What follows belongs to an exercise in optimizing a design on an open flow for small area and a short achievable clock period; a production flow would make more cautious choices. Function was checked by simulation only, so behaviour that the tests miss may differ from the original. Power and IR drop assume default switching activity.

==> flow/design.v <==
module memory_sync #(
  parameter int WIDTH  = 8,
  parameter int DEPTH  = 256,
  parameter int ADDR_W = 8
) (
  input  logic              clk,
  input  logic              rst,
  input  logic [WIDTH-1:0]  in,
  input  logic [ADDR_W-1:0] address,
  input  logic              write,
  input  logic              read,
  output logic [WIDTH-1:0]  out,
  output logic              valid,
  output logic              busy
  ,
  input  logic              inject_err,
  output logic              parity_err
);
  localparam int MW = WIDTH + 1;
  localparam int LO_W  = ADDR_W / 2;
  localparam int HI_W  = ADDR_W - LO_W;
  localparam int NROWS = 1 << ADDR_W;      
  localparam int NRDY  = 8;                
  logic [ADDR_W-1:0]    cnt;
  logic                 sweep_end;         
  logic [NRDY-1:0]      ready_q;           
  logic [NRDY-1:0]      ready_d;
  logic [MW-1:0]        wr_word;
  logic [MW-1:0]        dcol;              
  logic [(1<<LO_W)-1:0] lo;
  logic [(1<<HI_W)-1:0] hi;
  logic [NROWS-1:0]     ns;                
  logic [NROWS-1:0]     we;                
  logic [NROWS-1:0]     nwe;               
  logic [MW-1:0]        mem_q [NROWS];
  logic [MW-1:0]        mem_d [NROWS];
  logic [MW-1:0]        rd_t [2];          
  logic                 rd_ok;             
  logic                 ns1;               
  logic                 s2;                
  logic                 hold;              
  logic [MW-1:0]        cur;               
  logic [MW-1:0]        nx;                
  logic [MW-1:0]        rd_d;              
  assign wr_word = {inject_err, in};
  assign dcol = busy ? '0 : wr_word;
  always_comb begin
    for (int k = 0; k < (1 << LO_W); k++) lo[k] = (address[LO_W-1:0] == LO_W'(k));
    for (int k = 0; k < (1 << HI_W); k++) hi[k] = (address[ADDR_W-1:LO_W] == HI_W'(k));
  end
  for (genvar i = 0; i < NROWS; i++) begin : g_row
    ms_nand2 u_sel (.a(hi[i >> LO_W]), .b(lo[i % (1 << LO_W)]), .y(ns[i]));
    if (i < DEPTH) begin : g_st
      ms_o21ai u_we  (.a1(ns[i]), .a2(!write), .b1(ready_q[i / (NROWS / NRDY)]), .y(we[i]));
      ms_o21a  u_nwe (.a1(ns[i]), .a2(!write), .b1(ready_q[i / (NROWS / NRDY)]), .x(nwe[i]));
      for (genvar b = 0; b < MW; b++) begin : g_bit
        ms_a22o u_d (.a1(mem_q[i][b]), .a2(nwe[i]), .b1(dcol[b]), .b2(we[i]), .x(mem_d[i][b]));
      end
      always_ff @(posedge clk) mem_q[i] <= mem_d[i];
    end else begin : g_none
      assign we[i]    = 1'b0;
      assign nwe[i]   = 1'b1;
      assign mem_q[i] = '1;                
      assign mem_d[i] = '1;
    end
  end
  if (NROWS == 256) begin : g_tree
    for (genvar b = 0; b < MW; b++) begin : g_rd
      logic [127:0] t1;
      logic [63:0]  t2;
      logic [15:0]  t3;
      logic [7:0]   t4;
      logic [1:0]   t5;
      for (genvar p = 0; p < 128; p++) begin : g_l1
        ms_o22ai u (.a1(ns[2*p]), .a2(mem_q[2*p][b]), .b1(ns[2*p+1]), .b2(mem_q[2*p+1][b]),
                    .y(t1[p]));
      end
      for (genvar p = 0; p < 64; p++) begin : g_l2
        ms_nor2 u (.a(t1[2*p]), .b(t1[2*p+1]), .y(t2[p]));
      end
      for (genvar p = 0; p < 16; p++) begin : g_l3
        ms_nand4 u (.a(t2[4*p]), .b(t2[4*p+1]), .c(t2[4*p+2]), .d(t2[4*p+3]), .y(t3[p]));
      end
      for (genvar p = 0; p < 8; p++) begin : g_l4
        ms_nor2 u (.a(t3[2*p]), .b(t3[2*p+1]), .y(t4[p]));
      end
      for (genvar p = 0; p < 2; p++) begin : g_l5
        ms_nand4 u (.a(t4[4*p]), .b(t4[4*p+1]), .c(t4[4*p+2]), .d(t4[4*p+3]), .y(t5[p]));
      end
      assign rd_t[0][b] = t5[0];
      assign rd_t[1][b] = t5[1];
    end
  end else begin : g_flat
    always_comb begin
      rd_t[0] = '1;
      rd_t[1] = '0;
      for (int i = 0; i < DEPTH; i++) if (!ns[i]) rd_t[0] = ~mem_q[i];
    end
  end
  assign rd_ok = !rst && !busy && read;
  assign ns1   = !(rd_ok && !write);
  assign s2    = rd_ok && write;
  assign hold  = !rst && (busy || !read);
  assign cur   = {1'b0, out};           
  assign nx    = ~((wr_word & {MW{s2}}) | (cur & {MW{hold}}));
  for (genvar b = 0; b < MW; b++) begin : g_out
    ms_o31ai u (.a1(rd_t[0][b]), .a2(rd_t[1][b]), .a3(ns1), .b1(nx[b]), .y(rd_d[b]));
  end
  always_ff @(posedge clk) begin
    out <= rd_d[WIDTH-1:0];
    parity_err <= rd_d[MW-1];
    valid <= rd_ok;
  end
  assign sweep_end = busy && (cnt == ADDR_W'(DEPTH - 1));
  for (genvar k = 0; k < NRDY; k++) begin : g_rdy
    ms_ready u (.rst(rst), .q(ready_q[k]), .sweep_end(sweep_end), .d(ready_d[k]));
  end
  always_ff @(posedge clk) ready_q <= ready_d;
  always_ff @(posedge clk) begin
    if (rst) begin
      cnt  <= '0;
      busy <= 1'b1;
    end else if (busy) begin
      cnt <= cnt + ADDR_W'(1);
      if (sweep_end) busy <= 1'b0;
    end
  end
endmodule
module ms_nand2 (input logic a, b, output logic y);
  assign y = !(a && b);
endmodule
module ms_o21ai (input logic a1, a2, b1, output logic y);
  assign y = !((a1 || a2) && b1);
endmodule
module ms_a22o (input logic a1, a2, b1, b2, output logic x);
  assign x = (a1 && a2) || (b1 && b2);
endmodule
module ms_o22ai (input logic a1, a2, b1, b2, output logic y);
  assign y = !((a1 || a2) && (b1 || b2));
endmodule
module ms_nor2 (input logic a, b, output logic y);
  assign y = !(a || b);
endmodule
module ms_nand4 (input logic a, b, c, d, output logic y);
  assign y = !(a && b && c && d);
endmodule
module ms_o21a (input logic a1, a2, b1, output logic x);
  assign x = (a1 || a2) && b1;
endmodule
module ms_o31ai (input logic a1, a2, a3, b1, output logic y);
  assign y = !((a1 || a2 || a3) && b1);
endmodule
module ms_ready (input logic rst, q, sweep_end, output logic d);
  assign d = !rst && (q || sweep_end);
endmodule
Settings: LEC_CHECK=0, CAP_MARGIN=20, CORE_MARGIN=2, CORE_UTILIZATION=40, CTS_CLUSTER_DIAMETER=70, CTS_CLUSTER_SIZE=30, PLACE_DENSITY=0.7, SETUP_SLACK_MARGIN=2.6, SLEW_MARGIN=20, SYNTH_HIERARCHICAL=1, SYNTH_MINIMUM_KEEP_SIZE=0; clock period 5.0 ns.
run.sh (not shown) runs the stock make flow with config.mk's settings and CLKGATE_MAP_FILE= SYNTH_SCRIPT=/design/flow/synth_recipe.tcl, a recipe that flattens the netlist after the stock synthesis.
Then changed:
--- a/flow/design.v
+++ b/flow/design.v
@@ -21,9 +21,5 @@
   localparam int HI_W  = ADDR_W - LO_W;
   localparam int NROWS = 1 << ADDR_W;      
-  localparam int NRDY  = 8;                
   logic [ADDR_W-1:0]    cnt;
-  logic                 sweep_end;         
-  logic [NRDY-1:0]      ready_q;           
-  logic [NRDY-1:0]      ready_d;
   logic [MW-1:0]        wr_word;
   logic [MW-1:0]        dcol;              
@@ -52,6 +48,6 @@
     ms_nand2 u_sel (.a(hi[i >> LO_W]), .b(lo[i % (1 << LO_W)]), .y(ns[i]));
     if (i < DEPTH) begin : g_st
-      ms_o21ai u_we  (.a1(ns[i]), .a2(!write), .b1(ready_q[i / (NROWS / NRDY)]), .y(we[i]));
-      ms_o21a  u_nwe (.a1(ns[i]), .a2(!write), .b1(ready_q[i / (NROWS / NRDY)]), .x(nwe[i]));
+      ms_o21ai u_we  (.a1(ns[i]), .a2(!write), .b1(!busy), .y(we[i]));
+      ms_o21a  u_nwe (.a1(ns[i]), .a2(!write), .b1(!busy), .x(nwe[i]));
       for (genvar b = 0; b < MW; b++) begin : g_bit
         ms_a22o u_d (.a1(mem_q[i][b]), .a2(nwe[i]), .b1(dcol[b]), .b2(we[i]), .x(mem_d[i][b]));
@@ -112,9 +108,4 @@
     valid <= rd_ok;
   end
-  assign sweep_end = busy && (cnt == ADDR_W'(DEPTH - 1));
-  for (genvar k = 0; k < NRDY; k++) begin : g_rdy
-    ms_ready u (.rst(rst), .q(ready_q[k]), .sweep_end(sweep_end), .d(ready_d[k]));
-  end
-  always_ff @(posedge clk) ready_q <= ready_d;
   always_ff @(posedge clk) begin
     if (rst) begin
@@ -123,5 +114,5 @@
     end else if (busy) begin
       cnt <= cnt + ADDR_W'(1);
-      if (sweep_end) busy <= 1'b0;
+      if (cnt == ADDR_W'(DEPTH - 1)) busy <= 1'b0;
     end
   end
@@ -151,5 +142,2 @@
   assign y = !((a1 || a2 || a3) && b1);
 endmodule
-module ms_ready (input logic rst, q, sweep_end, output logic d);
-  assign d = !rst && (q || sweep_end);
-endmodule
Core utilization climbs by 0.22 points.
Global-route usage went up by 0.12 points.
Hold slack stays flat.
Worst setup slack is better by 31 ps.
Non-clock buffer count grows by 87.
Count of clock-buffer cells in the layout drops by 3.
Total power decreases by 0.32%.
Die area hardly moves.

[afterwards: timing with drivers on the ports]
How much do the figures lean on ideal ports? The routed layouts below were timed once more, with nothing changed but the port constraints.
Step 1, drivers: a clkbuf_16 drives clk and a buf_2 each remaining input, both assumed.
Step 2, shift: input delay + t, output delay - t, t = (earliest + latest rising clock arrival at the registers) / 2. This alone moves slack from input paths to output paths.
Slacks: ideal / step 1 / step 2; pairs: ideal / step 1.
run | shift t [ns] | slack for setup (ns) | worst setup path at the end
the first run | 0.896 | 2.311 / 2.298 / 1.402 | input to register
the second run | 0.876 | 2.342 / 2.329 / 1.453 | input to register
After both steps every run listed still meets setup and hold. For the first run, which loses most, drivers alone change the setup slack by -0.013 ns; drivers and shift together by -0.909 ns.
